Context: an optimization exercise on an open-source flow, tuned for small area and a short achievable clock period. The choices shown serve that exercise and are no tape-out recipe. The RTL was checked by simulation tests, not by an equivalence proof against the original design. The flow treats the clock pin as an ideal source, which a real chip does not have. Power figures rest on the tool's default switching activity, not on a simulated workload.

==> flow/design.v <==
module ibuffer_pack #(
  parameter int DATA_WIDTH = 64,
  parameter int BEATS      = 2,
  parameter int DEPTH      = 16,
  parameter int DEST_WIDTH = 4,
  localparam int BEAT_W    = DATA_WIDTH + 7,
  localparam int WORD_W    = BEATS * BEAT_W
) (
  input  logic                  clk,
  input  logic                  reset,
  input  logic                  i_valid,
  input  logic                  i_sop,
  input  logic                  i_eop,
  input  logic                  i_error,
  input  logic [2:0]            i_empty,
  input  logic [DATA_WIDTH-1:0] i_data,
  output logic                  o_ready,
  output logic                  o_valid,
  output logic [WORD_W-1:0]     o_data,
  output logic [DEST_WIDTH-1:0] o_dest,
  input  logic                  i_ready,
  output logic                  o_sop_err
);
  localparam int UW = BEAT_W - 1;    
  localparam int LW = BEAT_W;        
  localparam int RD = DEPTH - 1;     
  logic [DEPTH-1:0] occ_q, occ_d;
  logic             rdy_q;
  logic             slot_q, sop_err_q;
  logic [RD-1:0]    wptr_q, rptr_q;
  logic [RD-1:0][UW-1:0] ram_up_q;
  logic [RD-1:0][LW-1:0] ram_lo_q;
  logic [UW-1:0]         hd_up_q;
  logic [LW-1:0]         hd_lo_q;
  logic [UW-1:0] beat_up, rd_up, hd_up_d;
  logic [LW-1:0] beat_lo, rd_lo, hd_lo_d;
  logic          valid, two;
  logic          accept, sec, push, pop, to_head, ram_push, ram_pop, hd_en, up_wr;
  assign valid     = occ_q[0];
  assign two       = occ_q[1];
  assign o_ready   = rdy_q;
  assign o_valid   = valid;
  assign o_data    = {1'b1, hd_up_q, hd_lo_q};
  assign o_dest    = o_data[WORD_W-8 -: DEST_WIDTH];
  assign o_sop_err = sop_err_q;
  assign beat_up  = {i_sop, i_eop, i_empty, i_error, i_data};
  assign sec      = slot_q && !i_sop;
  assign beat_lo  = sec ? {1'b1, beat_up} : '0;
  assign accept   = i_valid && rdy_q;
  assign push     = accept && (i_eop || sec);
  assign pop      = valid && i_ready;
  assign to_head  = push && (!valid || (!two && pop));
  assign ram_push = push && !to_head;
  assign ram_pop  = pop && two;
  assign hd_en    = ram_pop || to_head;
  assign up_wr    = !slot_q || (i_valid && i_sop);
  always_comb begin
    rd_up = '0;
    rd_lo = '0;
    for (int i = 0; i < RD; i++) begin
      rd_up = rd_up | (ram_up_q[i] & {UW{rptr_q[i]}});
      rd_lo = rd_lo | (ram_lo_q[i] & {LW{rptr_q[i]}});
    end
    hd_up_d = (two || sec) ? rd_up : beat_up;
    hd_lo_d = two ? rd_lo : beat_lo;
  end
  always_comb begin
    occ_d = occ_q;
    if (push && !pop)      occ_d = {occ_q[DEPTH-2:0], 1'b1};
    else if (pop && !push) occ_d = {1'b0, occ_q[DEPTH-1:1]};
  end
  always_ff @(posedge clk or posedge reset) begin
    if (reset) begin
      occ_q     <= '0;
      rdy_q     <= 1'b1;
      slot_q    <= 1'b0;
      sop_err_q <= 1'b0;
      wptr_q    <= RD'(1);
      rptr_q    <= RD'(1);
    end else begin
      occ_q     <= occ_d;
      rdy_q     <= !occ_d[DEPTH-1];
      sop_err_q <= accept && i_sop && slot_q;
      if (accept) slot_q <= !push;
      if (ram_push) wptr_q <= {wptr_q[RD-2:0], wptr_q[RD-1]};
      if (ram_pop)  rptr_q <= {rptr_q[RD-2:0], rptr_q[RD-1]};
    end
  end
  always_ff @(posedge clk) begin
    for (int i = 0; i < RD; i++) begin
      if (rdy_q && wptr_q[i]) begin
        if (up_wr) ram_up_q[i] <= beat_up;
        ram_lo_q[i] <= beat_lo;
      end
    end
    if (hd_en) begin
      hd_up_q <= hd_up_d;
      hd_lo_q <= hd_lo_d;
    end
  end
endmodule
==> flow/run.sh <==
#!/bin/bash
# synth_recipe.tcl (not shown) runs the flow's synth.tcl, then flattens the netlist and writes it again
# the make line also repeats each setting of config.mk as NAME=value (left out here)
make -C /OpenROAD-flow-scripts/flow DESIGN_CONFIG=/design/flow/config.mk WORK_HOME=/design/flow/orfs CLKGATE_MAP_FILE= SYNTH_SCRIPT=/design/flow/synth_recipe.tcl finish
==> flow/config.mk <==
export PLATFORM = sky130hd
export DESIGN_NAME = ibuffer_pack
export DESIGN_NICKNAME = ibuffer_pack
export VERILOG_FILES = /design/flow/design.v
export SDC_FILE = /design/flow/constraint.sdc
export NUM_CORES = 4
export LEC_CHECK = 0
export CAP_MARGIN = 20
export CORE_MARGIN = 2
export CORE_UTILIZATION = 40
export SETUP_SLACK_MARGIN = 3.2
export SLEW_MARGIN = 20
==> flow/constraint.sdc <==
create_clock -name core_clock -period 5.5 [get_ports {clk}]
set_input_delay 1.1000 -clock core_clock [delete_from_list [all_inputs] [get_ports {clk}]]
set_output_delay 1.1000 -clock core_clock [all_outputs]
set_load 0.01 [all_outputs]
==> impl_metrics.toml, run 1 <==
[placed_design]
gp_congestion = 0.769
numPortBuffers = 221
dpl.hpwl_um = 129000

[synth]
synth-seq-cells = 2305
synth.distinct_cells = 36
avgSynthCellArea_um2 = 18.7
synth_warnings = 1
synthArstFlopShare_pct = 2.13
synth_cells = 4449
synth_edf_count = 2256
synth_flop_cell = "edfxtp_1"
yosysSeqAreaShare_pct = 83.1
synth.cell_area_um2 = 83000

[die]
die_area_um2 = 211000
rows = 167
core_area_um2 = 207000
ioPinCount = 223
start_util_pct = 40.2
die_x_um = 460
dieHeight_um = 460

[min_path]
holdPathEnd = "rdy_q"
hp-class = "reg -> reg"
hold_path.startpoint = "occ_q[15]"
hold-path-cell-count = 1

[setup_path]
reg2reg_from = "rdy_q"
r2r_slack_ns = 3.02
crit_path_end_kind = "output pin"
crit_fanout = 1
arrival_ns = 1.64
worst-path-buf-inv = 1
critPathLaunchType = "flop"
crit_family = "flip-flops"
crit_path_top_delay_cell = "edfxtp_1"
crit_path_max_incr_delay_ns = 0.57
worstSetupPathType = "reg -> out"
r2r_cells = 6
path_cells = "buf_6"
worstPathRequired_ns = 4.40
rr_endpoint = "ram_up_q[940]"

[drt]
ant_nets = 0
via_per_inst = 6.32
drc_errors = 0
vias = 49397
first_pass_iters = 7
drt_wl_total_um = 279000
routedWlPerCell_um = 35.7
drt_iter0_markers = 8415

[sta]
final-setup-viol-count = 0
fin_crit_ns = 2.74
worst_pin_slew_ns = 1.22
slew_viol_final = 0
setup_tns_ns = 0
hold_violations = 0
holdWs_ns = 0.466
rsz0062_at_grt = "yes"
min_period_over_period_pct = 49.9
slew_headroom_pct = 18.5
fmax_mhz = 364
clock_skew_ns = 0.0342

[cts]
clk_pin_slew_ns = 0.06
clk_latency_ns = 0.87
htreeDepth = 4
cts.sink_count = 2305
hold_buffers = 0
root_buffer = "clkbuf_16"
clock_path_buffers = 3
tritoncts = "built"
cts_buffers = 222

[pwr]
p_total_uw = 36600
powerDensity_nw_per_um2 = 372
ir_worst_vdd_v = 0.000263
clkPwrFrac_pct = 40.7
power.share.sequential_pct = 54.1
power.switching_uw = 8060
comb_power_share_pct = 5.2
leakagePower_uw = 0.0323
internal_power_uw = 28600
switching_share_pct = 22.0

[global_route]
grt_pass1_wl_um = 373000
grt_use_total_pct = 25.3
grt_max_degree = 86
antenna_found_initial = 43
overflow = 0
grt_pass1_vias = 46471

[layout]
drive_gt1_share_pct = 17.0
final_net_count = 4983
area.growth.synth_to_final_pct = 18.4

[run_status]
status = "finished clean"

[run]
cap_violations = 0
cells in the final DEF, fill, tap and decap left out, types with 7 or more instances in the layout:
| cell type | n |
|---|---|
| bufinv_16 | 15 |
| dlymetal6s2s_1 | 7 |
| o22a_1 | 69 |
| nand2_1 | 101 |
| dfrtp_1 | 29 |
| buf_16 | 26 |
| edfxtp_1 | 2256 |
| and2_1 | 41 |
| clkdlybuf4s50_1 | 55 |
| a221oi_1 | 141 |
| clkinv_2 | 36 |
| a22o_1 | 140 |
| mux2_2 | 20 |
| clkbuf_1 | 49 |
| nor3_1 | 69 |
| dfrtp_4 | 15 |
| clkinv_1 | 63 |
| nor2_1 | 154 |
| clkbuf_16 | 236 |
| and2_2 | 49 |
| a222oi_1 | 71 |
| a21oi_1 | 16 |
| buf_12 | 69 |
| buf_2 | 108 |
| mux2_4 | 10 |
| o21ai_0 | 15 |
| and2_4 | 43 |
| buf_6 | 85 |
| buf_8 | 7 |
| buf_4 | 105 |
| nand3_1 | 140 |
| a22oi_1 | 636 |
| conb_1 | 16 |
| dlygate4sd2_1 | 10 |
| nand4_1 | 140 |
| diode_2 | 22 |
cell type report:
type / instances / area [um^2]
antenna: 22 / 55.1
clock buffer: 280 / 5930
clock inverter: 130 / 1100
fill: 17028 / 108000
inverter: 6 / 22.5
multi-input combinational: 1889 / 13300
sequential: 2305 / 69000
tap: 2704 / 3380
timing repair buffer: 483 / 5510
cells in the mapped netlist, types with 6 or more instances:
| master | number | area share, % |
|---|---|---|
| a21oi_1 | 18 | 0.11 |
| a221oi_1 | 141 | 1.5 |
| nand3_1 | 140 | 0.84 |
| nor3_1 | 69 | 0.42 |
| nand2_1 | 102 | 0.46 |
| a222oi_1 | 71 | 0.86 |
| nand4_1 | 140 | 1.1 |
| a22o_1 | 140 | 1.5 |
| inv_1 | 6 | 0.027 |
| and2_1 | 100 | 0.75 |
| o21ai_0 | 16 | 0.096 |
| dfrtp_1 | 46 | 1.4 |
| buf_1 | 71 | 0.32 |
| buf_2 | 76 | 0.46 |
| clkbuf_1 | 141 | 0.64 |
| edfxtp_1 | 2256 | 82 |
| a22oi_1 | 636 | 5.8 |
| o22a_1 | 69 | 0.73 |
| buf_4 | 6 | 0.054 |
| nor2_1 | 155 | 0.70 |
| mux2_2 | 20 | 0.27 |
| mux2_4 | 10 | 0.18 |
per-stage QoR:
step	setup WS (ns)	utilization, %	cells	cell area [um^2]
after floorplan	1.18	-	4463	83100
after global placement	1.22	43.0	7214	88800
after detailed placement	1.11	43.0	7215	88800
after CTS	2.70	47.0	7742	97200
after global routing	2.74	47.5	7805	98300
final	2.76	47.6	7819	98300
worst max-delay path by stage:
stage                     slack [ns]           to   startpoint  cells after the start
final                           2.76  o_data[135]  hd_up_q[64]                      1
after global placement          1.22    occ_q[15]        i_sop                      7
after global routing            2.74   o_data[66]  hd_lo_q[66]                      1
after floorplan                 1.18   hd_lo_q[0]        i_sop                      5
after CTS                       2.70   o_data[66]  hd_lo_q[66]                      1
after detailed placement        1.11    occ_q[15]        i_sop                      7
what timing repair did:
action                                  4_1_cts  5_1_grt
endpoints found under the setup margin     3019     1192
cloned                                       34       18
buffers inserted                             83       37
gates resized for setup                     737       83
pin swaps                                    13        3
routing by layer:
layer / vias up / wire length [um] / track usage, % / share of wire, %
li1: 19574 / - / - / -
met1: 25805 / 106000 / 35.0 / 38
met2: 3514 / 130000 / 39.9 / 46
met3: 486 / 33500 / 5.77 / 12
met4: 18 / 9920 / 7.85 / 3.6
met5: - / 156 / 0 / 0.056
power by group through the flow:
stage	Clock, uW	Sequential, uW	Combinational [uW]
global route	15600	19800	2000
floorplan	0	20100	660
CTS	15000	19800	1790
finish	14900	19800	1900
detailed placement	0	20200	1720
global placement	0	20200	1680
sequential cells by signal, summed over array words and instances, names as in the netlist:
signal     flops
ram_lo_q    1065
ram_up_q    1050
hd_lo_q       71
hd_up_q       70
occ_q         16
rptr_q        15
wptr_q        15
rdy_q          1
slot_q         1
sop_err_q      1
cell families after synthesis:
kind of cell               after synthesis  synth area share [%]
other                                    2               0.00905
adders and majority gates                2                0.0301
AOI/OAI and AO/OA                     1097                  10.6
muxes                                   30                 0.452
buffers and inverters                  303                  1.54
DFF                                   2305                  83.1
and+or+nand+nor                        710                  4.27
==> inputs of run 2 (changes only) <==
--- a/flow/config.mk
+++ b/flow/config.mk
@@ -7,6 +7,7 @@
 export LEC_CHECK = 0
 export CAP_MARGIN = 20
 export CORE_MARGIN = 2
-export CORE_UTILIZATION = 40
+export CORE_UTILIZATION = 70
+export PLACE_DENSITY = 0.8
 export SETUP_SLACK_MARGIN = 3.2
 export SLEW_MARGIN = 20
==> run 2 against run 1 <==
Wire length fell by 0.16%. Setup slack improved by 0.053 ns. Via count is 8.7% higher. Clock skew increased by 0.016 ns. Core utilization grew 34 points. Die area down 43%. Sequential share of layout area rose by 2.0 points. Total power is 1.7% lower. Global-route usage grew 18 points. Combinational power is essentially flat. Maximum frequency rose by 2.0%. Final cell count shrank 15%. Critical endpoint is now o_data[16]. Largest power group unchanged.
==> impl_metrics.toml, run 2 <==
[cts]
cts_buffers = 206
htreeDepth = 4
tritoncts = "built"
clk_pin_slew_ns = 0.06
clk_latency_ns = 0.85
clock_path_buffers = 3
cts.sink_count = 2305
root_buffer = "clkbuf_16"

[synth]
synth.top_cells.by_area = "edfxtp_1 82%, a22oi_1 5.8%, a221oi_1 1.5%, a22o_1 1.5%, dfrtp_1 1.4%"
yosysTopAreaCellShare_pct = 81.6
synth_warnings = 1
yosysSeqAreaShare_pct = 83.1
synth-seq-cells = 2305
avgSynthCellArea_um2 = 18.7
synth.distinct_cells = 36
synth_flop_cell = "edfxtp_1"
yosys.area.top_type = "edfxtp_1"
yosys-top-cells-count = "2256 x edfxtp_1, 636 x a22oi_1, 155 x nor2_1"
synth_cells = 4449
synth_most_common_cell = "edfxtp_1"
synthArstFlopShare_pct = 2.13
synth_edf_count = 2256
synth.cell_area_um2 = 83000

[placed_design]
dpl.hpwl_um = 117000
dp.cells = 6046
numPortBuffers = 221
gp_congestion = 0.795

[setup_path]
crit_fanout = 1
crit_family = "flip-flops"
crit_path_end_kind = "output pin"
critPathLaunchType = "flop"
crit_path_max_incr_delay_ns = 0.55
r2r_cells = 5
arrival_ns = 1.59
crit_path_top_delay_cell = "edfxtp_1"
worst-path-buf-inv = 1
cp.depth = 1
worstPathRequired_ns = 4.40
worstSetupPathType = "reg -> out"
path_cells = "buf_6"

[layout]
drive_gt1_share_pct = 17.0
most-common-layout-cells = "2256 x edfxtp_1, 636 x a22oi_1, 222 x clkbuf_16"
area.growth.synth_to_final_pct = 15.2
reg_top3 = "ram_lo_q x1065, ram_up_q x1050, hd_lo_q x71"
largest_reg_flops = 1065
final_cells = 6615
top_register = "ram_lo_q"
n_fill_cell = 5080
final_common_cell = "edfxtp_1"
final_net_count = 4949

[sta]
fin_crit_ns = 2.69
rsz0062_at_grt = "yes"
min_period_over_period_pct = 48.9
holdWs_ns = 0.456
clock_skew_ns = 0.0502
slew_viol_final = 0
slew_headroom_pct = 19.2
final-setup-viol-count = 0
fmax_mhz = 371
hold_violations = 0
setup_tns_ns = 0
worst_pin_slew_ns = 1.21

[die]
core_area_um2 = 118000
start_util_pct = 70.5
dieHeight_um = 348
die_area_um2 = 121000
die_x_um = 348
ioPinCount = 223
rows = 126

[drt]
ant_nets = 0
drt_iter0_markers = 13103
drc_errors = 0
routedWlPerCell_um = 42.2
first_pass_iters = 13
vias = 53695
via_per_inst = 8.12
drt_wl_total_um = 279000

[global_route]
grt_use_total_pct = 42.9
antenna_found_initial = 39
grt_pass1_wl_um = 361000
grt_max_degree = 141
overflow = 0
grt_pass1_vias = 50328

[min_path]
hold-path-cell-count = 1
hp-class = "reg -> reg"

[pwr]
ir_worst_vdd_v = 0.000364
powerDensity_nw_per_um2 = 377
leakagePower_uw = 0.0317

[run_status]
status = "finished clean"

[run]
cap_violations = 0
[run 2: cell counts after synthesis]
Identical to the previous run, type by type.
[run 2: what timing repair did]
action,in CTS,in global routing
gates cloned,36,25
hold buffers,0,0
endpoints found under the setup margin,2980,1152
setup buffers,51,43
gates resized for setup,747,105
pin swaps,16,4
[run 2: stage by stage]
stage / cell area (um^2) / setup slack (ns) / util, % / power [uW]
global placement: 87200 / 1.33 / 74.1 / 21800
floorplan: 83100 / 1.18 / - / 20800
detailed placement: 87200 / 1.24 / 74.1 / 21800
global route: 95500 / 2.82 / 81.1 / 36500
CTS: 94400 / 2.83 / 80.2 / 35400
finish: 95600 / 2.81 / 81.2 / 36000
[run 2: report_power, final]
part	switching, uW	internal (uW)
clock network	6450	7920
registers	184	19600
logic	1260	615
total	7900	28100
[run 2: final timing paths]
| kind | slack [ns] | end | start |
|---|---|---|---|
| min reg2reg | 0.46 | rdy_q | occ_q[15] |
| max | 2.81 | o_data[16] | hd_lo_q[16] |
| max in group asynchronous | 4.13 | rptr_q[11] | reset |
| min | 0.46 | rdy_q | occ_q[15] |
| max reg2reg | 2.89 | hd_up_q[43] | rptr_q[11] |
| min in group asynchronous | 0.74 | wptr_q[4] | reset |
[run 2: metal layers]
layer  vias to the layer above  track usage [%]  routed length [um]
li1                      19500                -                   -
met4                        28             25.2               22500
met5                         -                0                 294
met2                      6883             62.8              121000
met1                     25706             56.0               81700
met3                      1578             15.6               53900
[run 2: kinds of logic (layout without fill, tap and decap cells)]
| family | after synthesis | in the layout | share of synthesized area (%) |
|---|---|---|---|
| AND/OR/NAND/NOR | 710 | 758 | 4.27 |
| other | 2 | 59 | 0.00905 |
| AO/OA/AOI/OAI | 1097 | 1097 | 10.6 |
| multiplexers | 30 | 30 | 0.452 |
| buffers and inverters | 303 | 828 | 1.54 |
| adder cells (fa/ha/maj) | 2 | 2 | 0.0301 |
| flip-flops | 2305 | 2305 | 83.1 |
[run 2: area by class of cell]
class	count	area [um^2]	area share, %
diodes	43	108	0.113
clock buffers	261	5530	5.78
clock inverters	110	985	1.03
inverters	6	23.8	0.0249
multi-input cells	1903	13500	14.1
flip-flops and latches	2305	69000	72.2
well taps	1536	1920	2.01
repair buffers	451	4550	4.76
==> inputs of run 3 (changes only) <==
--- a/flow/design.v
+++ b/flow/design.v
@@ -25,9 +25,9 @@
   localparam int LW = BEAT_W;        
   localparam int RD = DEPTH - 1;     
   logic [DEPTH-1:0] occ_q, occ_d;
-  logic             rdy_q;
+  logic             full_q, rdy_q;
   logic             slot_q, sop_err_q;
-  logic [RD-1:0]    wptr_q, rptr_q;
+  logic [RD-1:0]    wen_q, wen_d, rptr_q;
   logic [RD-1:0][UW-1:0] ram_up_q;
   logic [RD-1:0][LW-1:0] ram_lo_q;
   logic [UW-1:0]         hd_up_q;
@@ -36,6 +36,7 @@
   logic [LW-1:0] beat_lo, rd_lo, hd_lo_d;
   logic          valid, two;
   logic          accept, sec, push, pop, to_head, ram_push, ram_pop, hd_en, up_wr;
+  assign rdy_q     = !full_q;
   assign valid     = occ_q[0];
   assign two       = occ_q[1];
   assign o_ready   = rdy_q;
@@ -68,27 +69,31 @@
     occ_d = occ_q;
     if (push && !pop)      occ_d = {occ_q[DEPTH-2:0], 1'b1};
     else if (pop && !push) occ_d = {1'b0, occ_q[DEPTH-1:1]};
+    if (occ_d[DEPTH-1])  wen_d = '0;
+    else if (full_q)     wen_d = rptr_q;
+    else if (ram_push)   wen_d = {wen_q[RD-2:0], wen_q[RD-1]};
+    else                 wen_d = wen_q;
   end
   always_ff @(posedge clk or posedge reset) begin
     if (reset) begin
       occ_q     <= '0;
-      rdy_q     <= 1'b1;
+      full_q    <= 1'b0;
       slot_q    <= 1'b0;
       sop_err_q <= 1'b0;
-      wptr_q    <= RD'(1);
+      wen_q     <= RD'(1);
       rptr_q    <= RD'(1);
     end else begin
       occ_q     <= occ_d;
-      rdy_q     <= !occ_d[DEPTH-1];
+      full_q    <= occ_d[DEPTH-1];
       sop_err_q <= accept && i_sop && slot_q;
       if (accept) slot_q <= !push;
-      if (ram_push) wptr_q <= {wptr_q[RD-2:0], wptr_q[RD-1]};
+      wen_q     <= wen_d;
       if (ram_pop)  rptr_q <= {rptr_q[RD-2:0], rptr_q[RD-1]};
     end
   end
   always_ff @(posedge clk) begin
     for (int i = 0; i < RD; i++) begin
-      if (rdy_q && wptr_q[i]) begin
+      if (wen_q[i]) begin
         if (up_wr) ram_up_q[i] <= beat_up;
         ram_lo_q[i] <= beat_lo;
       end
--- a/flow/config.mk
+++ b/flow/config.mk
@@ -7,7 +7,9 @@
 export LEC_CHECK = 0
 export CAP_MARGIN = 20
 export CORE_MARGIN = 2
-export CORE_UTILIZATION = 70
-export PLACE_DENSITY = 0.8
-export SETUP_SLACK_MARGIN = 3.2
+export CORE_UTILIZATION = 60
+export CTS_CLUSTER_DIAMETER = 100
+export CTS_CLUSTER_SIZE = 30
+export PLACE_DENSITY = 0.7
+export SETUP_SLACK_MARGIN = 3.4
 export SLEW_MARGIN = 20
==> run 3 against run 2 <==
Hold slack improved by 0.074 ns. Sequential share of layout area increased by 2.5 points. Flip-flop and latch count decreased by 1. Maximum frequency decreased by 0.47%. Clock skew decreased by 0.0085 ns. Area after synthesis increased by 0.17%. Total power decreased by 11%. Wire length decreased by 8.1%. Clock power decreased by 43%. Non-clock buffer count increased by 22. Core utilization decreased by 14 points. Register-to-register slack improved by 0.48 ns. Largest power group unchanged.
==> impl_metrics.toml, run 3 <==
[run_status]
status = "finished clean"

[drt]
routedWlPerCell_um = 38.9
ant_nets = 0
first_pass_iters = 6
drt_wl_total_um = 256000
drc_errors = 0
vias = 48552
drt_iter0_markers = 9865
via_per_inst = 7.36

[synth]
synth.top_cells.by_area = "edfxtp_1 81%, a22oi_1 5.7%, a221oi_1 1.5%, a22o_1 1.5%, dfrtp_1 1.4%"
synth.distinct_cells = 40
synth_edf_count = 2256
yosysSeqAreaShare_pct = 82.9
synthArstFlopShare_pct = 2.08
synth_flop_cell = "edfxtp_1"
synth_most_common_cell = "edfxtp_1"
synth_cells = 4467
synth.cell_area_um2 = 83100
yosys-top-cells-count = "2256 x edfxtp_1, 636 x a22oi_1, 170 x nor2_1"
yosysTopAreaCellShare_pct = 81.5
synth-seq-cells = 2304
synth_warnings = 1
yosys.area.top_type = "edfxtp_1"
avgSynthCellArea_um2 = 18.6

[sta]
worst_pin_slew_ns = 1.05
min_period_over_period_pct = 49.2
setup_ws_ns = 2.80
hold_violations = 0
clock_skew_ns = 0.0418
rsz0062_at_grt = "yes"
slew_viol_final = 0
fmax_mhz = 370
slew_headroom_pct = 30.3
final-setup-viol-count = 0
fin_crit_ns = 2.70

[placed_design]
gp_congestion = 0.766
preCtsSetupSlack_ns = 1.21
numPortBuffers = 221
dpl.hpwl_um = 110000
place_area_um2 = 87500

[cts]
cts.sink_count = 2304
htreeDepth = 3
hold_buffers = 0
clock_path_buffers = 3
root_buffer = "clkbuf_16"
clk_latency_ns = 0.75
tritoncts = "built"
clk_pin_slew_ns = 0.12
cts_buffers = 87

[pwr]
p_total_uw = 32000
powerDensity_nw_per_um2 = 346
ir_worst_vdd_v = 0.000252
leakagePower_uw = 0.0331

[die]
die_area_um2 = 142000
start_util_pct = 60.5
rows = 136
core_area_um2 = 137000
die_x_um = 376
ioPinCount = 223
dieHeight_um = 376

[global_route]
antenna_found_initial = 39
grt_pass1_wl_um = 346000
grt_pass1_vias = 45399
grt_use_total_pct = 35.2
grt_max_degree = 113
overflow = 0

[setup_path]
worst-path-buf-inv = 1
path_cells = "buf_2"
crit_path_end_kind = "output pin"
crit_family = "flip-flops"
arrival_ns = 1.60
crit_fanout = 1
crit_path_top_delay_cell = "edfxtp_1"
crit_path_max_incr_delay_ns = 0.63
critPathLaunchType = "flop"
worstSetupPathType = "reg -> out"
worstPathRequired_ns = 4.40

[min_path]
hp-class = "reg -> reg"

[run]
cap_violations = 0

[layout]
most-common-layout-cells = "2256 x edfxtp_1, 635 x a22oi_1, 169 x nor2_1"
n_fill_cell = 8772
final_area_um2 = 92400
multi_input_area_um2 = 13300
top_register = "ram_lo_q"
drive_gt1_share_pct = 13.8
seqCellArea_um2 = 69100
final_common_cell = "edfxtp_1"
area.growth.synth_to_final_pct = 11.2
reg_top3 = "ram_lo_q x1065, ram_up_q x1050, hd_lo_q x71"
largest_reg_flops = 1065
final_net_count = 4825
final_util_pct = 67.2
## run 3: cell types whose count changed after synthesis, moves of 8 or more
cell,previous run,this run
and2_1,100,70
buf_1,71,63
mux2i_1,0,15
nor2_1,155,170
nor2b_1,0,15
## run 3: repair_timing
| item | in CTS | in global routing |
|---|---|---|
| setup endpoints to repair | 3035 | 742 |
| pin swaps | 9 | 7 |
| buffers inserted | 102 | 27 |
| gates resized for setup | 811 | 84 |
| cloned | 24 | 11 |
## run 3: cell type report
class | instances | area share [%]
flip-flops and latches | 2304 | 74.7
multi-input cells | 1876 | 14.4
repair buffers | 473 | 5.70
clock buffers | 126 | 2.63
well taps | 1794 | 2.43
clock inverters | 5 | 0.0744
diodes | 15 | 0.0406
inverters | 7 | 0.0325
## run 3: worst paths after layout
check | start | endpoint | slack, ns | cells after the start
max | hd_up_q[68] | o_data[139] | 2.80 | 1
min | occ_q[8] | occ_q[8] | 0.53 | 2
max reg2reg | wen_q[6] | ram_up_q[457] | 3.37 | 2
min reg2reg | occ_q[8] | occ_q[8] | 0.53 | 2
max in group asynchronous | reset | rptr_q[3] | 4.04 | 2
min in group asynchronous | reset | occ_q[8] | 0.82 | 2
## run 3: through the flow
stage,cells,hold WS [ns],TNS (ns)
after floorplan,4481,0.471,-44.28
after global placement,6290,0.498,0
after global routing,6591,0.543,0
after CTS,6547,0.529,0
final,6600,0.530,0
after detailed placement,6290,0.503,0
## run 3: where the power goes
group	switching [uW]	internal (uW)	total (uW)
Clock	5060	3140	8200
Combinational	1720	712	2440
Sequential	533	20900	21400
## run 3: cell families after synthesis
family | count (synthesis) | synth area share, %
adders and majority gates | 2 | 0.0301
DFF | 2304 | 82.9
muxes | 45 | 0.632
buffers and inverters | 306 | 1.58
AOI/OAI and AO/OA | 1096 | 10.6
and+or+nand+nor | 712 | 4.24
other | 2 | 0.00903
## run 3: per-layer routing
layer	track usage [%]	wire (um)	up-vias
li1	-	-	19054
met1	50.6	90000	24625
met2	53.7	117000	4257
met3	6.29	37000	596
met4	15.4	12600	20
met5	0	117	-
==> inputs of run 4 (changes only) <==
==> flow/flow/run.sh (new file) <==
#!/bin/bash
# Standard ORFS layout, with three changes:
#  * port buffers are sky130_fd_sc_hd__buf_4 (buffer_ports -buffer_cell) instead of the
#    default choice (a slow delay buffer);
#  * after global placement, flow/post_gpl.tcl moves each output port's buffer next to the
#    register that drives it;
#  * after CTS, flow/post_cts.tcl rebuilds the top of the clock tree (see clk_eco.tcl).
# Each tool's output goes to the ORFS logs under orfs/logs; make's own output to run_make.log.
set -euo pipefail
W=$(pwd)
cat >> "$W/config.mk" <<EOT
export POST_GLOBAL_PLACE_TCL = $W/flow/post_gpl.tcl
export POST_CTS_TCL = $W/flow/post_cts.tcl
export BUFFER_PORTS_ARGS = -buffer_cell sky130_fd_sc_hd__buf_4
EOT
bash standard.sh finish > "$W/run_make.log" 2>&1
==> flow/flow/clk_eco.tcl (new file) <==
set blk [ord::get_db_block]
set clk_port_net [[$blk findBTerm clk] getNet]

proc out_net {inst} {
  foreach it [$inst getITerms] { if {[$it isOutputSignal]} { return [$it getNet] } }
  return "NULL"
}
proc is_reg_clk {it} {
  set inst [$it getInst]
  if {[[$inst getMaster] isSequential]} { return 1 }
  return 0
}

# Walk the clock tree from the port: collect leaves (buffers driving register clock pins)
# and upper cells (everything else in the tree above the leaves).
set leaves {}
set upper {}
set upper_nets {}
set todo [list $clk_port_net]
while {[llength $todo]} {
  set net [lindex $todo 0]; set todo [lrange $todo 1 end]
  foreach it [$net getITerms] {
    if {![$it isInputSignal]} continue
    set inst [$it getInst]
    if {[[$inst getMaster] isSequential]} continue
    set on [out_net $inst]
    if {$on eq "NULL"} { lappend upper $inst; continue }
    set leaf 0
    foreach it2 [$on getITerms] {
      if {[$it2 isInputSignal] && [[[$it2 getInst] getMaster] isSequential]} { set leaf 1; break }
    }
    if {$leaf} { lappend leaves $inst } else { lappend upper $inst; lappend upper_nets $on; lappend todo $on }
  }
}
puts "clock eco: [llength $leaves] leaf buffers, [llength $upper] upper cells"

set die [$blk getDieArea]
set cx [expr {([$die xMin] + [$die xMax]) / 2}]
set cy [expr {([$die yMin] + [$die yMax]) / 2}]
array set grp {}
foreach l $leaves {
  set loc [$l getLocation]
  set q [expr {([lindex $loc 0] >= $cx ? 1 : 0) + ([lindex $loc 1] >= $cy ? 2 : 0)}]
  lappend grp($q) $l
}

set master [[ord::get_db] findMaster sky130_fd_sc_hd__clkbuf_16]
foreach q [lsort [array names grp]] {
  set sx 0; set sy 0; set n 0
  foreach l $grp($q) { set loc [$l getLocation]; incr sx [lindex $loc 0]; incr sy [lindex $loc 1]; incr n }
  set net [odb::dbNet_create $blk "clknet_eco_$q"]
  $net setSigType CLOCK
  set b [odb::dbInst_create $blk $master "clkbuf_eco_$q"]
  $b setSourceType TIMING
  [$b findITerm A] connect $clk_port_net
  [$b findITerm X] connect $net
  $b setLocation [expr {$sx / $n}] [expr {$sy / $n}]
  $b setPlacementStatus PLACED
  foreach l $grp($q) {
    set a [$l findITerm A]
    $a disconnect
    $a connect $net
  }
  puts "clock eco: quadrant $q buffer drives $n leaves"
}
foreach u $upper { odb::dbInst_destroy $u }
foreach n $upper_nets { if {[llength [$n getITerms]] == 0} { odb::dbNet_destroy $n } }
==> flow/flow/post_cts.tcl (new file) <==
# Runs at the end of ORFS's CTS step (POST_CTS_TCL): replace the top of the clock tree by
# four port-driven quadrant buffers, then repair setup and hold again around the new tree.
source [file join [file dirname [info script]] clk_eco.tcl]
set_propagated_clock [all_clocks]
estimate_parasitics -placement
detailed_placement
estimate_parasitics -placement
report_clock_latency
repair_timing_helper
detailed_placement
check_placement -verbose
estimate_parasitics -placement
report_clock_latency
report_worst_slack
==> flow/flow/post_gpl.tcl (new file) <==
# Runs at the end of ORFS's global placement (POST_GLOBAL_PLACE_TCL): put each output port's
# buffer next to the cell that drives it, so that the register driving an output sees a short
# wire and the (stronger) port buffer drives the long wire to the pin. Detailed placement
# legalizes the moved buffers afterwards.
set blk [ord::get_db_block]
set moved 0
foreach bt [$blk getBTerms] {
  if {[$bt getIoType] ne "OUTPUT"} continue
  set net [$bt getNet]
  set buf ""
  foreach it [$net getITerms] { if {[$it isOutputSignal]} { set buf [$it getInst] } }
  if {$buf eq ""} continue
  set in [$buf findITerm A]
  if {$in eq "NULL"} continue
  set drv ""
  foreach it [[$in getNet] getITerms] { if {[$it isOutputSignal]} { set drv [$it getInst] } }
  if {$drv eq ""} continue
  set loc [$drv getLocation]
  $buf setLocation [lindex $loc 0] [lindex $loc 1]
  incr moved
}
puts "post_gpl: moved $moved output buffers next to their drivers"
==> flow/standard.sh (new file) <==
#!/bin/bash
# synth_recipe.tcl (not shown) runs the flow's synth.tcl, then flattens the netlist and writes it again
# the make line also repeats each setting of config.mk as NAME=value (left out here)
make -C /OpenROAD-flow-scripts/flow DESIGN_CONFIG=/design/flow/config.mk WORK_HOME=/design/flow/orfs CLKGATE_MAP_FILE= SYNTH_SCRIPT=/design/flow/synth_recipe.tcl "${@:-finish}"
--- a/flow/config.mk
+++ b/flow/config.mk
@@ -9,7 +9,10 @@
 export CORE_MARGIN = 2
 export CORE_UTILIZATION = 60
 export CTS_CLUSTER_DIAMETER = 100
-export CTS_CLUSTER_SIZE = 30
+export CTS_CLUSTER_SIZE = 25
 export PLACE_DENSITY = 0.7
-export SETUP_SLACK_MARGIN = 3.4
+export SETUP_SLACK_MARGIN = 3.1
 export SLEW_MARGIN = 20
+export POST_GLOBAL_PLACE_TCL = /design/flow/flow/post_gpl.tcl
+export POST_CTS_TCL = /design/flow/flow/post_cts.tcl
+export BUFFER_PORTS_ARGS = -buffer_cell sky130_fd_sc_hd__buf_4
removed: flow/run.sh
==> run 4 against run 3 <==
Still clean. Flip-flop and latch count is the same. Via count shrank 2.4%. Setup slack gained 0.25 ns. Maximum frequency grew 10%. Clock power shrank 1%. Clock skew grew 0.012 ns. Register-to-register slack lost 0.33 ns. First-iteration DRC count shrank 17%. Sequential power is essentially flat. Critical endpoint is now hd_up_q[69].
==> impl_metrics.toml, run 4 <==
[drt]
first_pass_iters = 6
drt_iter0_markers = 8160
vias = 47386
drt_wl_total_um = 241000
via_per_inst = 7.31
drc_errors = 0
ant_nets = 0
routedWlPerCell_um = 37.2

[synth]
synth.top_cells.by_area = "edfxtp_1 81%, a22oi_1 5.7%, a221oi_1 1.5%, a22o_1 1.5%, dfrtp_1 1.4%"
synth_flop_cell = "edfxtp_1"
synthArstFlopShare_pct = 2.08
synth-seq-cells = 2304
synth_edf_count = 2256
yosys.area.top_type = "edfxtp_1"
yosysTopAreaCellShare_pct = 81.5
synth_cells = 4467
synth.cell_area_um2 = 83100
synth_warnings = 1
yosysSeqAreaShare_pct = 82.9
synth.distinct_cells = 40
synth_most_common_cell = "edfxtp_1"
avgSynthCellArea_um2 = 18.6
yosys-top-cells-count = "2256 x edfxtp_1, 636 x a22oi_1, 170 x nor2_1"

[layout]
final_net_count = 4731
final_cells = 6480
n_fill_cell = 8966
final_util_pct = 66.3
largest_reg_flops = 1065
top_register = "ram_lo_q"
reg_top3 = "ram_lo_q x1065, ram_up_q x1050, hd_lo_q x71"
most-common-layout-cells = "2256 x edfxtp_1, 635 x a22oi_1, 169 x nor2_1"
drive_gt1_share_pct = 13.1
area.growth.synth_to_final_pct = 9.58
final_common_cell = "edfxtp_1"

[setup_path]
crit_path_max_incr_delay_ns = 0.77
crit_fanout = 86
rr_endpoint = "hd_up_q[69]"
critPathLaunchType = "flop"
critPathCapture = "hd_up_q[69]"
crit_start = "rptr_q[13]"
crit_path_top_delay_cell = "dfrtp_4"
r2r_slack_ns = 3.04
worstSetupPathType = "reg -> reg"
crit_path_end_kind = "flop"
arrival_ns = 2.77
worstPathRequired_ns = 5.81
r2r_cells = 5
path_cells = "buf_16, a22oi_1, nand3_1, o22ai_1, o21ai_1"
reg2reg_from = "rptr_q[13]"

[pwr]
leakagePower_uw = 0.0323
power.share.sequential_pct = 66.8
internal_power_uw = 24800
ir_worst_vdd_v = 0.000467
switching_share_pct = 22.2
powerDensity_nw_per_um2 = 350
clkPwrFrac_pct = 25.4
comb_power_share_pct = 7.8
power.switching_uw = 7070

[sta]
slew_headroom_pct = 21.5
clock_skew_ns = 0.0540
setup_ws_ns = 3.04
final-setup-viol-count = 0
min_period_over_period_pct = 44.7
slew_viol_final = 0
rsz0062_at_grt = "no"
worst_pin_slew_ns = 1.17
fin_crit_ns = 2.46
fmax_mhz = 407
hold_violations = 0
setup_tns_ns = 0

[global_route]
overflow = 0
antenna_found_initial = 31
grt_pass1_wl_um = 332000
grt_use_total_pct = 33.2
grt_pass1_vias = 44996
grt_max_degree = 113

[die]
die_area_um2 = 142000
core_area_um2 = 137000
ioPinCount = 223
die_x_um = 376
start_util_pct = 60.5
dieHeight_um = 376
rows = 136

[placed_design]
preCtsSetupSlack_ns = 1.52
dpl.hpwl_um = 116000
dp.cells = 6286
numPortBuffers = 221

[cts]
cts.sink_count = 2304
clk_pin_slew_ns = 0.10
clk_latency_ns = 0.64
tritoncts = "built"

[run]
cap_violations = 0

[run_status]
status = "finished clean"

[min_path]
hp-class = "reg -> reg"
## run 4: area by class of cell, without the clock buffers
class	instances	area [um^2]	area share (%)
diodes	10	25.0	0.0275
clock inverters	1	20.0	0.0220
inverters	7	30.0	0.0330
multi-input cells	1880	13200	14.5
flip-flops and latches	2304	69100	75.8
well taps	1794	2240	2.46
repair buffers	365	3970	4.36
## run 4: metal layers
metal	share of wire (%)	global-route usage, %	up-vias
met5	0.041	0	-
met4	3.4	10.0	16
met3	13	7.11	460
met1	36	47.0	24422
met2	47	52.5	3664
li1	-	-	18824
## run 4: cell families after synthesis
logic type                 synth area share (%)
and+or+nand+nor                            4.24
adders and majority gates                0.0301
DFF                                        82.9
muxes                                     0.632
buffers and inverters                      1.58
other                                   0.00903
AOI/OAI and AO/OA                          10.6
## run 4: critical path, delay by kind of cell (launching register included)
| kind | cells | cell delay [ns] |
|---|---|---|
| AND/OR/NAND/NOR | 1 | 0.14 |
| buffers and inverters | 1 | 0.46 |
| AO/OA/AOI/OAI | 3 | 0.59 |
| flip-flops | 1 | 0.77 |
## run 4: per-stage QoR
stage / instance area [um^2] / power [uW] / hold slack (ns)
after global routing: 91100 / 32600 / 0.543
after global placement: 86800 / 23700 / 0.501
after detailed placement: 86900 / 23900 / 0.503
final: 91100 / 31900 / 0.525
after floorplan: 83300 / 22600 / 0.471
## run 4: how the worst min path moves through the flow
stage                   start  depth (start not counted)         to  slack [ns]
global placement     occ_q[7]                          2   occ_q[7]        0.50
floorplan           occ_q[14]                          2  occ_q[14]        0.47
global route         occ_q[5]                          2   occ_q[5]        0.54
finish               occ_q[6]                          2   occ_q[6]        0.53
detailed placement  occ_q[12]                          2  occ_q[12]        0.50
## run 4: power groups by stage
stage / Sequential (uW) / Clock (uW) / Combinational (uW)
after floorplan: 21700 / 0 / 912
after detailed placement: 21600 / 0 / 2210
final: 21300 / 8100 / 2490
after global routing: 21400 / 8610 / 2590
after global placement: 21700 / 0 / 2000
==> inputs of run 5 (changes only) <==
--- a/flow/config.mk
+++ b/flow/config.mk
@@ -11,7 +11,7 @@
 export CTS_CLUSTER_DIAMETER = 100
 export CTS_CLUSTER_SIZE = 25
 export PLACE_DENSITY = 0.7
-export SETUP_SLACK_MARGIN = 3.1
+export SETUP_SLACK_MARGIN = 3.2
 export SLEW_MARGIN = 20
 export POST_GLOBAL_PLACE_TCL = /design/flow/flow/post_gpl.tcl
 export POST_CTS_TCL = /design/flow/flow/post_cts.tcl
==> run 5 against run 4 <==
Via count increased by 0.81%. Design area increased by 0.48%. Combinational power increased by 2%. Setup slack improved by 0.10 ns. Final cell count increased by 0.51%. Largest power group unchanged.
==> impl_metrics.toml, run 5 <==
[synth]
synthArstFlopShare_pct = 2.08
yosys-top-cells-count = "2256 x edfxtp_1, 636 x a22oi_1, 170 x nor2_1"
synth.top_cells.by_area = "edfxtp_1 81%, a22oi_1 5.7%, a221oi_1 1.5%, a22o_1 1.5%, dfrtp_1 1.4%"
synth.cell_area_um2 = 83100
synth_flop_cell = "edfxtp_1"
synth_most_common_cell = "edfxtp_1"
avgSynthCellArea_um2 = 18.6
synth_edf_count = 2256
synth_cells = 4467
yosys.area.top_type = "edfxtp_1"
synth-seq-cells = 2304
yosysSeqAreaShare_pct = 82.9
synth.distinct_cells = 40
synth_warnings = 1
yosysTopAreaCellShare_pct = 81.5

[setup_path]
crit_path_max_incr_delay_ns = 0.45
arrival_ns = 1.26
critPathLaunchType = "flop"
crit_fanout = 2
worst-path-buf-inv = 1
crit_family = "flip-flops"
crit_path_top_delay_cell = "edfxtp_1"
worstPathRequired_ns = 4.40
worstSetupPathType = "reg -> out"
path_cells = "buf_6"
crit_path_end_kind = "output pin"

[run_status]
status = "finished clean"

[layout]
final_net_count = 4763
final_area_um2 = 91500
final_common_cell = "edfxtp_1"
reg_top3 = "ram_lo_q x1065, ram_up_q x1050, hd_lo_q x71"
seqCellArea_um2 = 69100
most-common-layout-cells = "2256 x edfxtp_1, 635 x a22oi_1, 180 x buf_4"
multi_input_area_um2 = 13200
n_fill_cell = 8924
top_register = "ram_lo_q"
final_cells = 6513
area.growth.synth_to_final_pct = 10.1
largest_reg_flops = 1065
drive_gt1_share_pct = 13.7

[drt]
drt_iter0_markers = 8806
first_pass_iters = 8
vias = 47769
via_per_inst = 7.33
ant_nets = 0
routedWlPerCell_um = 37.7
drc_errors = 0
drt_wl_total_um = 245000

[global_route]
antenna_found_initial = 39
grt_pass1_wl_um = 338000
grt_pass1_vias = 45204
grt_max_degree = 113
grt_use_total_pct = 34.0
overflow = 0

[cts]
clk_latency_ns = 0.63
clk_pin_slew_ns = 0.09
cts.sink_count = 2304
tritoncts = "built"

[sta]
final-setup-viol-count = 0
setup_tns_ns = 0
slew_viol_final = 0
holdWs_ns = 0.525
min_period_over_period_pct = 42.9
slew_headroom_pct = 21.7
worst_pin_slew_ns = 1.17
fmax_mhz = 424
clock_skew_ns = 0.0541
hold_violations = 0
fin_crit_ns = 2.36
rsz0062_at_grt = "yes"

[die]
rows = 136
start_util_pct = 60.5
die_area_um2 = 142000
die_x_um = 376
core_area_um2 = 137000
ioPinCount = 223
dieHeight_um = 376

[min_path]
hp-class = "reg -> reg"

[placed_design]
dp.cells = 6286
dpl.hpwl_um = 116000
place_area_um2 = 86900
numPortBuffers = 221

[pwr]
ir_worst_vdd_v = 0.000427
powerDensity_nw_per_um2 = 349
leakagePower_uw = 0.0325

[run]
cap_violations = 0
[run 5: cells by family after synthesis]
logic type / after synthesis / synth area share (%)
flops: 2304 / 82.9
mux: 45 / 0.632
buf+inv: 306 / 1.58
simple gates: 712 / 4.24
other cells: 2 / 0.00903
fa+ha+maj: 2 / 0.0301
compound gates: 1096 / 10.6
[run 5: path summary, 6_finish.rpt]
kind	startpoint	to	slack (ns)	depth (start not counted)
max	hd_up_q[61]	o_dest[1]	3.14	1
min	occ_q[6]	occ_q[6]	0.53	2
max reg2reg	rptr_q[6]	hd_up_q[50]	3.19	5
min reg2reg	occ_q[6]	occ_q[6]	0.53	2
max in group asynchronous	reset	wen_q[14]	4.24	2
min in group asynchronous	reset	occ_q[9]	0.63	2
[run 5: area by class of cell, without the clock buffers]
cell class | count | area share (%)
Inverter | 7 | 0.0328
Sequential cell | 2304 | 75.5
Multi-Input combinational cell | 1880 | 14.5
Antenna cell | 11 | 0.0301
Tap cell | 1794 | 2.45
Clock inverter | 1 | 0.0219
Timing Repair Buffer | 397 | 4.81
[run 5: stage by stage]
| step | total power, uW | util, % | setup WS [ns] |
|---|---|---|---|
| after floorplan | 22600 | - | -0.309 |
| final | 31900 | 66.6 | 3.14 |
| after global placement | 23700 | 63.2 | 1.62 |
| after detailed placement | 23900 | 63.2 | 1.52 |
| after global routing | 32600 | 66.6 | 3.12 |
[run 5: per-layer routing]
layer  wire [um]  global-route usage [%]
met1       87000                    47.8
met2      115000                    53.5
met3       34000                    7.48
met4        9280                    11.4
met5         128                       0
[run 5: report_power, final]
part	switching (uW)	internal [uW]
Clock	4920	3180
Combinational	1740	799
Sequential	438	20900
==> inputs of run 6 (changes only) <==
--- a/flow/design.v
+++ b/flow/design.v
@@ -22,16 +22,18 @@
   output logic                  o_sop_err
 );
   localparam int UW = BEAT_W - 1;    
-  localparam int LW = BEAT_W;        
+  localparam int LW = BEAT_W - 2;    
+  localparam int EOP = UW - 2;       
   localparam int RD = DEPTH - 1;     
   logic [DEPTH-1:0] occ_q, occ_d;
-  logic             full_q, rdy_q;
+  logic             full_q, rdy_q, o_ready_q;
   logic             slot_q, sop_err_q;
   logic [RD-1:0]    wen_q, wen_d, rptr_q;
   logic [RD-1:0][UW-1:0] ram_up_q;
   logic [RD-1:0][LW-1:0] ram_lo_q;
   logic [UW-1:0]         hd_up_q;
   logic [LW-1:0]         hd_lo_q;
+  logic                  hd_lv_q, hd_lv_d;
   logic [UW-1:0] beat_up, rd_up, hd_up_d;
   logic [LW-1:0] beat_lo, rd_lo, hd_lo_d;
   logic          valid, two;
@@ -39,14 +41,14 @@
   assign rdy_q     = !full_q;
   assign valid     = occ_q[0];
   assign two       = occ_q[1];
-  assign o_ready   = rdy_q;
+  assign o_ready   = o_ready_q;    
   assign o_valid   = valid;
-  assign o_data    = {1'b1, hd_up_q, hd_lo_q};
+  assign o_data    = {1'b1, hd_up_q, hd_lv_q, 1'b0, hd_lo_q};
   assign o_dest    = o_data[WORD_W-8 -: DEST_WIDTH];
   assign o_sop_err = sop_err_q;
   assign beat_up  = {i_sop, i_eop, i_empty, i_error, i_data};
   assign sec      = slot_q && !i_sop;
-  assign beat_lo  = sec ? {1'b1, beat_up} : '0;
+  assign beat_lo  = sec ? {i_eop, i_empty, i_error, i_data} : '0;
   assign accept   = i_valid && rdy_q;
   assign push     = accept && (i_eop || sec);
   assign pop      = valid && i_ready;
@@ -64,6 +66,7 @@
     end
     hd_up_d = (two || sec) ? rd_up : beat_up;
     hd_lo_d = two ? rd_lo : beat_lo;
+    hd_lv_d = two ? !rd_up[EOP] : sec;
   end
   always_comb begin
     occ_d = occ_q;
@@ -78,6 +81,7 @@
     if (reset) begin
       occ_q     <= '0;
       full_q    <= 1'b0;
+      o_ready_q <= 1'b1;
       slot_q    <= 1'b0;
       sop_err_q <= 1'b0;
       wen_q     <= RD'(1);
@@ -85,6 +89,7 @@
     end else begin
       occ_q     <= occ_d;
       full_q    <= occ_d[DEPTH-1];
+      o_ready_q <= !occ_d[DEPTH-1];
       sop_err_q <= accept && i_sop && slot_q;
       if (accept) slot_q <= !push;
       wen_q     <= wen_d;
@@ -101,6 +106,7 @@
     if (hd_en) begin
       hd_up_q <= hd_up_d;
       hd_lo_q <= hd_lo_d;
+      hd_lv_q <= hd_lv_d;
     end
   end
 endmodule
--- a/flow/flow/clk_eco.tcl
+++ b/flow/flow/clk_eco.tcl
@@ -44,7 +44,7 @@
   lappend grp($q) $l
 }
 
-set master [[ord::get_db] findMaster sky130_fd_sc_hd__clkbuf_16]
+set master [[ord::get_db] findMaster sky130_fd_sc_hd__buf_16]
 foreach q [lsort [array names grp]] {
   set sx 0; set sy 0; set n 0
   foreach l $grp($q) { set loc [$l getLocation]; incr sx [lindex $loc 0]; incr sy [lindex $loc 1]; incr n }
--- a/flow/config.mk
+++ b/flow/config.mk
@@ -7,11 +7,11 @@
 export LEC_CHECK = 0
 export CAP_MARGIN = 20
 export CORE_MARGIN = 2
-export CORE_UTILIZATION = 60
-export CTS_CLUSTER_DIAMETER = 100
-export CTS_CLUSTER_SIZE = 25
-export PLACE_DENSITY = 0.7
-export SETUP_SLACK_MARGIN = 3.2
+export CORE_UTILIZATION = 66
+export CTS_CLUSTER_DIAMETER = 90
+export CTS_CLUSTER_SIZE = 28
+export PLACE_DENSITY = 0.75
+export SETUP_SLACK_MARGIN = 3.3
 export SLEW_MARGIN = 20
 export POST_GLOBAL_PLACE_TCL = /design/flow/flow/post_gpl.tcl
 export POST_CTS_TCL = /design/flow/flow/post_cts.tcl
==> run 6 against run 5 <==
Clock skew is 0.016 ns lower. Critical endpoint is now hd_lo_q[62]. Design area is 0.94% lower. Maximum frequency is 1.8% higher. Still clean on timing, DRC and antenna. Clock power is 5.1% lower. Global-route usage is 3.3 points higher. Critical path type is now in -> reg. Combinational power is 28% higher. Total power is 3.7% lower. Final cell count is 3.3% lower. Largest power group unchanged. Highest routed layer unchanged. Hold slack better by 0.0065 ns. Sequential power is 7% lower. Area after synthesis is 1.2% lower.
==> impl_metrics.toml, run 6 <==
[run_status]
status = "finished clean"

[pwr]
powerDensity_nw_per_um2 = 339
ir_worst_vdd_v = 0.000404
p_total_uw = 30800
leakagePower_uw = 0.0277

[sta]
hold_violations = 0
clock_skew_ns = 0.0381
fmax_mhz = 432
slew_headroom_pct = 29.9
slew_viol_final = 0
rsz0062_at_grt = "yes"
final-setup-viol-count = 0
min_period_over_period_pct = 42.1
setup_ws_ns = 3.18
worst_pin_slew_ns = 1.05
fin_crit_ns = 2.32
holdWs_ns = 0.532

[setup_path]
arrival_ns = 2.50
reg2reg_from = "wen_q[5]"
crit_path_end_kind = "flop"
worstSetupPathType = "in -> reg"
crit_start = "i_sop"
rr_endpoint = "ram_lo_q[363]"
crit_path_top_delay_cell = "buf_6"
r2r_slack_ns = 3.26
crit_top_cell = "buf_12"
path_cells = "buf_12, nor2b_4, o21ai_4, a22oi_2, buf_12, buf_6"
critPathLaunchType = "input port"
crit_path_max_incr_delay_ns = 0.55
worstPathRequired_ns = 5.68
crit_fanout = 39
r2r_cells = 2

[synth]
yosys.area_share.simple_pct = 3.83
yosysSeqAreaShare_pct = 82.8
synth-xor-area-share_pct = 0
avgSynthCellArea_um2 = 18.6
synth_edf_count = 2225
synth.top_cells.by_area = "edfxtp_1 81%, a22oi_1 5.7%, a221oi_1 1.5%, a22o_1 1.5%, dfrtp_1 1.4%"
yosys-top-cells-count = "2225 x edfxtp_1, 625 x a22oi_1, 168 x nor2_1"
synth_top_family_by_area = "compound AO/OA/AOI/OAI gates"
synthArstFlopShare_pct = 2.15
yosys.area.top_type = "edfxtp_1"
yosysTopAreaCellShare_pct = 81.3
synth-seq-cells = 2274
muxShareOfSynthArea_pct = 0.640
synth.distinct_cells = 40
synth_fa_ha_area_share_pct = 0.0305
synth.cell_area_um2 = 82200
synth_flop_cell = "edfxtp_1"
synth_most_common_cell = "edfxtp_1"
synth_cells = 4417
synth_warnings = 1
synth-compound-area-share_pct = 11.0

[placed_design]
numPortBuffers = 220
preCtsSetupSlack_ns = 1.80
dpl.hpwl_um = 113000
dp.cells = 6062
place_area_um2 = 85700

[drt]
drc_errors = 0
via_per_inst = 7.55
drt_wl_total_um = 241000
vias = 47604
drt_iter0_markers = 9467
routedWlPerCell_um = 38.2
ant_nets = 0
first_pass_iters = 8

[global_route]
grt_max_degree = 84
overflow = 0
grt_pass1_wl_um = 333000
antenna_found_initial = 20
grt_use_total_pct = 37.3
grt_pass1_vias = 45268

[cts]
clk_pin_slew_ns = 0.11
clk_latency_ns = 0.57
cts.sink_count = 2274
tritoncts = "built"

[die]
start_util_pct = 66.5
die_area_um2 = 127000
rows = 129
core_area_um2 = 124000
ioPinCount = 223
die_x_um = 357
dieHeight_um = 357

[layout]
final_net_count = 4714
most-common-layout-cells = "2225 x edfxtp_1, 624 x a22oi_1, 175 x buf_4"
final_common_cell = "edfxtp_1"
area.growth.synth_to_final_pct = 10.4
final_area_um2 = 90700
top_register = "ram_up_q"
largest_reg_flops = 1050
final_cells = 6301
reg_top3 = "ram_up_q x1050, ram_lo_q x1035, hd_up_q x70"
drive_gt1_share_pct = 14.7

[run]
cap_violations = 0

[min_path]
hp-class = "reg -> reg"
hold-path-cell-count = 2
holdPathEnd = "occ_q[8]"
hold_path.startpoint = "occ_q[8]"
run 6: cell count changes after synthesis, sizes merged, moves of 2 or more:
| cell | before | now |
|---|---|---|
| nor2b | 17 | 13 |
| clkbuf | 145 | 110 |
| nand4 | 140 | 138 |
| buf | 154 | 190 |
| and2b | 0 | 4 |
| nor3 | 69 | 0 |
| nand3 | 140 | 138 |
| a22oi | 636 | 625 |
| edfxtp | 2256 | 2225 |
| nor2 | 170 | 168 |
| nand2 | 102 | 99 |
| a21oi | 15 | 84 |
run 6: logic make-up (layout without fill, tap and decap cells):
group	after synthesis	in the layout
AO/OA/AOI/OAI	1152	1152
adder cells (fa/ha/maj)	2	2
buffers and inverters	308	538
flip-flops	2274	2274
multiplexers	45	45
other	2	10
AND/OR/NAND/NOR	634	643
run 6: cell type report, without the clock buffers:
cell class              instances  area [um^2]
repair buffers                424         4970
flip-flops and latches       2274        68200
diodes                          8         20.0
well taps                    1637         2050
clock inverters                 4         57.6
multi-input cells            1844        13200
fillers                      7079        33000
inverters                       8         33.8
run 6: worst max-delay path by stage:
stage,slack (ns),endpoint
after floorplan,-0.28,hd_lo_q[0]
after global placement,1.84,wen_q[10]
after detailed placement,1.80,wen_q[3]
after global routing,3.18,hd_lo_q[57]
final,3.18,hd_lo_q[62]
run 6: through the flow:
step           utilization (%)  setup TNS [ns]
3_3_place_gp              69.3               0
2_1_floorplan                -          -39.24
5_1_grt                   73.3               0
6_report                  73.3               0
3_5_place_dp              69.3               0
run 6: layer usage:
layer / GRT usage, % / vias to the layer above / routed length, um
met5: 0 / - / 123
met3: 8.59 / 568 / 36700
met2: 58.7 / 4297 / 112000
li1: - / 18678 / -
met1: 51.5 / 24043 / 80700
met4: 15.2 / 18 / 11500
run 6: critical path, delay by kind of cell:
kind                   cells  cell delay [ns]
AO/OA/AOI/OAI              2             0.29
AND/OR/NAND/NOR            1             0.21
buffers and inverters      3             0.85
run 6: report_power, final:
group / internal (uW) / switching [uW] / total (uW)
clock: 2910 / 4770 / 7690
combinational: 1250 / 2000 / 3250
sequential: 19600 / 211 / 19800
total: 23800 / 6980 / 30800
==> inputs of run 7 (changes only) <==
--- a/flow/config.mk
+++ b/flow/config.mk
@@ -7,11 +7,11 @@
 export LEC_CHECK = 0
 export CAP_MARGIN = 20
 export CORE_MARGIN = 2
-export CORE_UTILIZATION = 66
+export CORE_UTILIZATION = 60
 export CTS_CLUSTER_DIAMETER = 90
 export CTS_CLUSTER_SIZE = 28
-export PLACE_DENSITY = 0.75
-export SETUP_SLACK_MARGIN = 3.3
+export PLACE_DENSITY = 0.7
+export SETUP_SLACK_MARGIN = 3.2
 export SLEW_MARGIN = 20
 export POST_GLOBAL_PLACE_TCL = /design/flow/flow/post_gpl.tcl
 export POST_CTS_TCL = /design/flow/flow/post_cts.tcl
==> run 7 against run 6 <==
Global-route usage down 4.7 points. Setup slack worse by 0.13 ns. Die area up 9.9%. Clock power up 1%. Maximum frequency down 5.4%. Sequential power about the same. Hold slack worse by 0.0016 ns. Final cell count up 2.2%. Wire length down 2.4%. Via count down 2.4%. Critical path depth down 2. Register-to-register slack worse by 0.06 ns. Largest power group unchanged.
==> impl_metrics.toml, run 7 <==
[setup_path]
arrival_ns = 2.59
crit_family = "buffers and inverters"
worstPathRequired_ns = 5.64
crit_path_top_delay_cell = "and2b_1"
critPathLaunchType = "input port"
crit_path_end_kind = "flop"
crit_fanout = 24
crit_top_cell = "buf_4"
path_cells = "buf_4, a21boi_2, buf_4, and2b_1"
worst-path-buf-inv = 2
worstSetupPathType = "in -> reg"
crit_path_max_incr_delay_ns = 0.64

[layout]
drive_gt1_share_pct = 13.8
most-common-layout-cells = "2225 x edfxtp_1, 624 x a22oi_1, 200 x buf_4"
largest_reg_flops = 1050
final_common_cell = "edfxtp_1"
final_net_count = 4701
final_util_pct = 66.6
n_fill_cell = 8842
reg_top3 = "ram_up_q x1050, ram_lo_q x1035, hd_up_q x70"
area.growth.synth_to_final_pct = 9.93
top_register = "ram_up_q"

[cts]
tritoncts = "built"
cts.sink_count = 2274
clk_pin_slew_ns = 0.11
clk_latency_ns = 0.58

[die]
rows = 135
die_area_um2 = 140000
start_util_pct = 60.6
ioPinCount = 223
core_area_um2 = 136000
die_x_um = 374
dieHeight_um = 374

[sta]
fin_crit_ns = 2.45
setup_tns_ns = 0
slew_headroom_pct = 30.1
slew_viol_final = 0
fmax_mhz = 408
final-setup-viol-count = 0
holdWs_ns = 0.530
worst_pin_slew_ns = 1.05
rsz0062_at_grt = "yes"
clock_skew_ns = 0.0677
min_period_over_period_pct = 44.5
hold_violations = 0

[synth]
yosysTopAreaCellShare_pct = 81.3
yosysSeqAreaShare_pct = 82.8
synth_warnings = 1
yosys.area.top_type = "edfxtp_1"
synth_most_common_cell = "edfxtp_1"
synth.distinct_cells = 40
synth_flop_cell = "edfxtp_1"
avgSynthCellArea_um2 = 18.6
synthArstFlopShare_pct = 2.15
synth-seq-cells = 2274
synth_edf_count = 2225
yosys-top-cells-count = "2225 x edfxtp_1, 625 x a22oi_1, 168 x nor2_1"
synth.top_cells.by_area = "edfxtp_1 81%, a22oi_1 5.7%, a221oi_1 1.5%, a22o_1 1.5%, dfrtp_1 1.4%"
synth_cells = 4417
synth.cell_area_um2 = 82200

[global_route]
grt_pass1_vias = 44528
grt_use_total_pct = 32.6
overflow = 0
grt_pass1_wl_um = 326000
antenna_found_initial = 22
grt_max_degree = 86

[pwr]
leakagePower_uw = 0.0276
powerDensity_nw_per_um2 = 340
ir_worst_vdd_v = 0.000368

[drt]
highest_layer = "met5"
drt_wl_total_um = 235000
first_pass_iters = 7
met1Wirelength_um = 82200
drt_iter0_markers = 7673
ant_nets = 0
routedWlPerCell_um = 36.5
wl_met3_um = 31500
routed-wl-met2_um = 113000
vias = 46443
via_per_inst = 7.21
drc_errors = 0

[placed_design]
numPortBuffers = 220
dpl.hpwl_um = 114000

[run]
cap_violations = 0

[run_status]
status = "finished clean"

[min_path]
hp-class = "reg -> reg"
## run 7: cell counts after synthesis
No cell type changed its count.
## run 7: area by class of cell, without the clock buffers
cell class	count	area [um^2]	area share [%]
diodes	6	15.0	0.0166
clock inverters	3	56.3	0.0623
inverters	8	30.0	0.0332
multi-input cells	1845	13100	14.5
flip-flops and latches	2274	68200	75.5
well taps	1781	2230	2.47
repair buffers	409	4470	4.95
## run 7: kinds of logic after synthesis
group	synth area share, %
buffers and inverters	1.69
and+or+nand+nor	3.83
DFF	82.8
muxes	0.640
other	0.00914
adders and majority gates	0.0304
AOI/OAI and AO/OA	11.0
## run 7: through the flow
step           instance area (um^2)  std cells  setup WS, ns  power [uW]
2_1_floorplan                 82300       4417        -0.280       21400
6_report                      90300       6439          3.05       30700
3_3_place_gp                  85900       6219          1.58       22700
5_1_grt                       90300       6433          3.09       31400
3_5_place_dp                  85900       6219          1.55       22800
## run 7: path summary, 6_finish.rpt
| kind | start | end | slack, ns | cells after the start |
|---|---|---|---|---|
| setup / recovery | i_valid | ram_up_q[51] | 3.05 | 4 |
| setup reg to reg | rptr_q[14] | hd_up_q[65] | 3.20 | 5 |
| min in group asynchronous | reset | rptr_q[8] | 0.76 | 3 |
| hold / removal | occ_q[2] | occ_q[2] | 0.53 | 2 |
| max in group asynchronous | reset | rptr_q[14] | 4.14 | 3 |
| hold reg to reg | occ_q[2] | occ_q[2] | 0.53 | 2 |
## run 7: worst register-to-register path, stage by stage (launching register included)
cell     delay, ns
dfrtp_4       0.77
buf_12        0.32
a22oi_1       0.28
nand4_1       0.38
nor2_1        0.20
a21oi_1       0.08
## run 7: where the power goes
group	internal, uW	total [uW]	switching (uW)
sequential	19600	19800	208
clock	2940	7770	4830
combinational	1210	3090	1880
## run 7: routing by layer
metal | track usage, % | up-vias
met4 | 10.6 | 18
met1 | 45.5 | 23853
met2 | 53.0 | 3447
met5 | 0 | -
li1 | - | 18670
met3 | 5.62 | 455

==> what the ideal ports hide <==
The results above use ideal ports. As a check the final layouts listed here were re-extracted and re-timed, cells and wires unchanged.
Step 1 (the two cells are an assumption about what drives the block):
set clk [get_ports {clk}]
set_driving_cell -lib_cell sky130_fd_sc_hd__clkbuf_16 $clk
set_driving_cell -lib_cell sky130_fd_sc_hd__buf_2 [delete_from_list [all_inputs] $clk]
Step 2 adds t to the input delays and takes it off the output delays; t is the mean of the earliest and latest rising clock arrival at the registers after step 1. Input paths then give back, and output paths get back, about the clock's delay inside the block.
a / b / c = no drivers / after step 1 / after step 2; a / b = the first two.
| run | t (ns) | setup WS [ns] | worst hold slack (ns) | worst register clock-pin slew, ns |
|---|---|---|---|---|
| run 1 | 0.945 | 2.755 / 2.671 / 2.009 | 0.466 / 0.466 / 0.466 | 0.07 / 0.07 |
| run 2 | 0.904 | 2.808 / 2.730 / 2.198 | 0.456 / 0.456 / 0.456 | 0.09 / 0.09 |
| run 3 | 0.828 | 2.795 / 2.704 / 2.538 | 0.530 / 0.530 / 0.530 | 0.12 / 0.12 |
| run 4 | 0.778 | 3.043 / 2.957 / 2.413 | 0.525 / 0.485 / 0.525 | 0.11 / 0.11 |
| run 5 | 0.778 | 3.142 / 2.967 / 2.529 | 0.525 / 0.482 / 0.525 | 0.11 / 0.11 |
| run 6 | 0.727 | 3.184 / 3.030 / 2.572 | 0.532 / 0.532 / 0.532 | 0.11 / 0.11 |
| run 7 | 0.723 | 3.052 / 3.029 / 2.465 | 0.530 / 0.530 / 0.530 | 0.11 / 0.11 |
After both steps every run listed still meets setup and hold. For run 1, which loses most, drivers alone change the setup slack by -0.084 ns; drivers and shift together by -0.746 ns.
